Background: an optimization exercise with open tools, aiming at small area. Do not read the settings as production practice.
The RTL was checked by simulation tests, not by an equivalence proof against the original design.
Power figures rest on the tool's default switching activity, not on a simulated workload.

## cedar
==> flow/design.v (excerpt) <==
module processor_core_top (
    input  logic        clk,
    input  logic        rst_n,
    input  logic [31:0] if_instr,
    input  logic        if_instr_valid,
    input  logic        ext_wr_valid,
    input  logic [3:0]  ext_wr_addr,
    input  logic [31:0] ext_wr_data,
    output logic [31:0] result,
    output logic        result_valid,
    output logic [3:0]  flags
);
    logic [31:0] r_regs [16];
    logic [15:0] r_live;
    logic        r_par;
    logic [3:0]  r_flags;
    logic [31:0] r_result;
    logic        r_result_valid;
    logic [3:0]  w_cond, w_opcode, w_rn_idx, w_rd_idx, w_rm_idx;
    logic [2:0]  w_class;
    logic        w_s, w_bit4;
    logic        w_n, w_z, w_c, w_v;
    assign w_cond    = if_instr[31:28];
    assign w_class   = if_instr[27:25];
    assign w_opcode  = if_instr[24:21];
    assign w_s       = if_instr[20];
    assign w_rn_idx  = if_instr[19:16];
    assign w_rd_idx  = if_instr[15:12];
    assign w_rm_idx  = if_instr[3:0];
    assign w_bit4    = if_instr[4];
    assign {w_n, w_z, w_c, w_v} = r_flags;
    logic [3:0] w_rn_lo, w_rn_hi, w_rm_lo, w_rm_hi;
    for (genvar v = 0; v < 4; v++) begin : g_pre_r
        assign w_rn_lo[v] = (w_rn_idx[1:0] == 2'(v));
        assign w_rn_hi[v] = (w_rn_idx[3:2] == 2'(v));
        assign w_rm_lo[v] = (w_rm_idx[1:0] == 2'(v));
        assign w_rm_hi[v] = (w_rm_idx[3:2] == 2'(v));
    end
    logic [15:0] w_rn_seln, w_rm_seln;
    logic [31:0] w_rn_n, w_rm_n;
    logic        w_rn_live, w_rm_live;
    for (genvar i = 0; i < 16; i++) begin : g_rsel
        pc_nand3 u_n (.a(w_rn_lo[i % 4]), .b(w_rn_hi[i / 4]), .c(r_live[i]), .y(w_rn_seln[i]));
        pc_nand3 u_m (.a(w_rm_lo[i % 4]), .b(w_rm_hi[i / 4]), .c(r_live[i]), .y(w_rm_seln[i]));
    end
    pc_any16 u_rn_live (.sn(w_rn_seln), .y(w_rn_live));
    pc_any16 u_rm_live (.sn(w_rm_seln), .y(w_rm_live));
  ...
Size: about 2800 cells after synthesis, roughly 110 I/O pins, ~28000 sq um of cells after synthesis.
==> flow/config.mk <==
export PLATFORM = sky130hd
export DESIGN_NAME = processor_core_top
export DESIGN_NICKNAME = processor_core_top
export VERILOG_FILES = /design/flow/design.v
export SDC_FILE = /design/flow/constraint.sdc
export NUM_CORES = 4
export LEC_CHECK = 0
export CAP_MARGIN = 20
export CORE_MARGIN = 2
export CORE_UTILIZATION = 40
export PLACE_DENSITY = 0.72
export SLEW_MARGIN = 20
export SYNTH_HIERARCHICAL = 1
export SYNTH_MINIMUM_KEEP_SIZE = 0
==> flow/constraint.sdc <==
create_clock -name core_clock -period 10.0 [get_ports {clk}]
set_input_delay 2.0000 -clock core_clock [delete_from_list [all_inputs] [get_ports {clk}]]
set_output_delay 2.0000 -clock core_clock [all_outputs]
set_load 0.01 [all_outputs]
standard.sh (not shown) runs the stock make flow with config.mk's settings and CLKGATE_MAP_FILE= SYNTH_SCRIPT=/design/flow/synth_recipe.tcl, a recipe that flattens the netlist after the stock synthesis.
==> flow/flow/run.sh <==
#!/bin/bash
# Layout flow: the standard synthesis and ORFS steps (standard.sh), with
#  - combinational cells swapped to their smallest drive strength after
#    synthesis (the flow's repair steps upsize what timing and slew need),
#  - small port buffers,
#  - a clock tree of small buffers without dummy loads.
# Each tool's output goes to its own log in this folder.
set -euo pipefail
here=$(pwd)
res=$here/orfs/results/$FLOW_PLATFORM/processor_core_top/base
export BUFFER_PORTS_ARGS="-buffer_cell sky130_fd_sc_hd__buf_1"
export CTS_ARGS="-sink_clustering_enable -repair_clock_nets -dont_use_dummy_load -buf_list {sky130_fd_sc_hd__clkbuf_8} -sink_clustering_size 16 -sink_clustering_max_diameter 80"
bash standard.sh synth > synth.log 2>&1
SYNTH_ODB=$res/1_synth.odb DONT_USE_CELLS="" openroad -no_init -exit flow/downsize.tcl > downsize.log 2>&1
touch $res/1_synth.sdc
bash standard.sh > layout.log 2>&1
==> flow/flow/downsize.tcl <==
# Swap every combinational cell of the synthesized netlist to the smallest
# cell of the same function (same name stem, any drive strength). The flow's
# own timing and design repair then upsizes what the layout needs.
# Flip-flops, tie cells and tap/fill cells are left alone.
read_db $::env(SYNTH_ODB)
set db [ord::get_db]
set block [[$db getChip] getBlock]
set libs [$db getLibs]
array set stems {}
foreach lib $libs {
  foreach m [$lib getMasters] {
    set n [$m getName]
    if {[regexp {^(sky130_fd_sc_hd__[a-z0-9]+)_([0-9]+)$} $n -> stem drive]} {
      lappend stems($stem) [list $m $drive [expr {[$m getWidth] * [$m getHeight]}]]
    }
  }
}
set dont_use [split $::env(DONT_USE_CELLS)]
set swapped 0
set saved 0
foreach inst [$block getInsts] {
  set m [$inst getMaster]
  set n [$m getName]
  if {![regexp {^(sky130_fd_sc_hd__[a-z0-9]+)_([0-9]+)$} $n -> stem drive]} { continue }
  if {[regexp {__(df|edf|sdf|sedf|dl|conb|tap|fill|decap|clk|lpflow|probe)} $n]} { continue }
  set area [expr {[$m getWidth] * [$m getHeight]}]
  set best $m
  set bestarea $area
  set bestdrive $drive
  foreach c $stems($stem) {
    lassign $c cm cd ca
    if {[lsearch -exact $dont_use [$cm getName]] >= 0} { continue }
    if {$ca < $bestarea || ($ca == $bestarea && $cd > $bestdrive)} {
      set best $cm; set bestarea $ca; set bestdrive $cd
    }
  }
  if {$best ne $m} {
    $inst swapMaster $best
    incr swapped
    set saved [expr {$saved + $area - $bestarea}]
  }
}
puts "downsize: swapped $swapped instances, saved [expr {$saved / 1e6}] um^2"
write_db $::env(SYNTH_ODB)
cedar: flow completed, timing, DRC and antenna clean
Input changes introduced in ember (baseline for comparison: cedar):
- PLACE_DENSITY removed (was 0.72)
-- flow/flow/run.sh --
<<< cedar, line 11
export BUFFER_PORTS_ARGS="-buffer_cell sky130_fd_sc_hd__buf_1"
export CTS_ARGS="-sink_clustering_enable -repair_clock_nets -dont_use_dummy_load -buf_list {sky130_fd_sc_hd__clkbuf_8} -sink_clustering_size 16 -sink_clustering_max_diameter 80"
bash standard.sh synth > synth.log 2>&1
>>> ember, line 11
export BUFFER_PORTS_ARGS="-buffer_cell sky130_fd_sc_hd__buf_1"
export CTS_ARGS="-sink_clustering_enable -repair_clock_nets -dont_use_dummy_load -buf_list {sky130_fd_sc_hd__clkbuf_4} -sink_clustering_size 10 -sink_clustering_max_diameter 50"
bash standard.sh synth > synth.log 2>&1
### Flow results
- Re clock sink count: no difference whatsoever between cedar and ember.
- ember ends up with lower final worst-path cycle share than cedar does.
- In ember, the global-route usage came out 2.3 points above the value in cedar.
- ember vs cedar, instance count: ember higher
- From cedar to ember the numbers moved as follows: logic gate share of total power increased by 0.3 points relative to the old numbers; final worst setup slack rose 260 ps; placement row count flat.
- Relative to cedar, ember degrades clock skew.
Inputs modified between ember and juniper:
- SLEW_MARGIN: 20 -> 10
- CAP_MARGIN: 20 -> 10
-- flow/flow/run.sh --
<<< ember, line 11
export BUFFER_PORTS_ARGS="-buffer_cell sky130_fd_sc_hd__buf_1"
export CTS_ARGS="-sink_clustering_enable -repair_clock_nets -dont_use_dummy_load -buf_list {sky130_fd_sc_hd__clkbuf_4} -sink_clustering_size 10 -sink_clustering_max_diameter 50"
bash standard.sh synth > synth.log 2>&1
>>> juniper, line 11
export BUFFER_PORTS_ARGS="-buffer_cell sky130_fd_sc_hd__buf_1"
export CTS_ARGS="-sink_clustering_enable -repair_clock_nets -dont_use_dummy_load -buf_list {sky130_fd_sc_hd__clkbuf_8} -sink_clustering_size 16 -sink_clustering_max_diameter 60"
bash standard.sh synth > synth.log 2>&1
### Flow results
All of ember and juniper finish clean. On finished layout cell area, ember and juniper are basically level. Taking ember as the reference, in juniper total power now larger, wire length after detailed routing now smaller, portion of the clock cycle consumed by the worst path in the final layout now larger, CTS sink count comparable, non-filler instance count after layout now smaller. Taking ember as the reference, in juniper shortest period the worst path allows went up, data arrival time of the worst path climbed 130 ps. juniper can be clocked slower than ember.
--- input diff juniper..violet ---
- CAP_MARGIN: 10 -> 20
- SLEW_MARGIN: 10 -> 20
-- flow/flow/run.sh --
<<< juniper, line 11
export BUFFER_PORTS_ARGS="-buffer_cell sky130_fd_sc_hd__buf_1"
export CTS_ARGS="-sink_clustering_enable -repair_clock_nets -dont_use_dummy_load -buf_list {sky130_fd_sc_hd__clkbuf_8} -sink_clustering_size 16 -sink_clustering_max_diameter 60"
bash standard.sh synth > synth.log 2>&1
>>> violet, line 11
export BUFFER_PORTS_ARGS="-buffer_cell sky130_fd_sc_hd__buf_1"
export CTS_ARGS="-sink_clustering_enable -repair_clock_nets -dont_use_dummy_load -buf_list {sky130_fd_sc_hd__clkbuf_8} -sink_clustering_size 16 -sink_clustering_max_diameter 80"
bash standard.sh synth > synth.log 2>&1
### Flow results
| combinational share of power | violet vs juniper | 0.2 points higher |. Per the comparison of violet with juniper, total vias in the final route rose by 132, number of buffers inserted during clock tree synthesis fell by 4, reported clock group power stayed essentially flat. Startpoint of the worst setup timing path = if_instr[9]: juniper; startpoint of the worst setup timing path = if_instr[1]: violet. met3 layer usage reported by global route down 0.70 points in violet wrt juniper. Compared with juniper, violet shows number of global-route vias before repair that has gone down slightly. Changes observed in violet relative to juniper: share of the final layout cell area in multi-input gates climbed 0.32 points; count of flip-flops with a built-in enable after synthesis comparable; leakage dissipation about even. Reported for violet and juniper, count of different cell masters after synthesis turned out identical to the last digit.

-- afterwards: timing with drivers on the ports --
The flow's constraints put no driver on any port. The routed layouts listed below were extracted and timed again, unchanged, in two steps.
Step 1: set_driving_cell puts a clkbuf_16 on clk and a buf_2 on each other input, an assumption about the parent block.
Step 2 times the ports against the registers' clock, not the clock port: input delays grow and output delays shrink by t, the midpoint of the rising clock arrivals with the driver on.
Three values: no drivers, after step 1, after step 2; two values: the first two.
run | shift t [ns] | setup WS [ns] | latest minus earliest clock arrival (ns) | worst data-port slew with drivers (ns) | pins driven straight from the clock port
cedar | 0.748 | 1.232 / 1.269 / 0.521 | 0.108 / 0.108 | 0.05 | 1
ember | 0.923 | 1.495 / 1.538 / 0.614 | 0.175 / 0.175 | 0.05 | 1
juniper | 0.740 | 1.176 / 1.210 / 0.470 | 0.112 / 0.112 | 0.06 | 1
violet | 0.733 | 1.290 / 1.332 / 0.599 | 0.158 / 0.158 | 0.05 | 1
After both steps every run listed still meets setup and hold. The setup slack of ember, which loses most, moves by +0.043 ns with the drivers and by -0.881 ns with both steps.
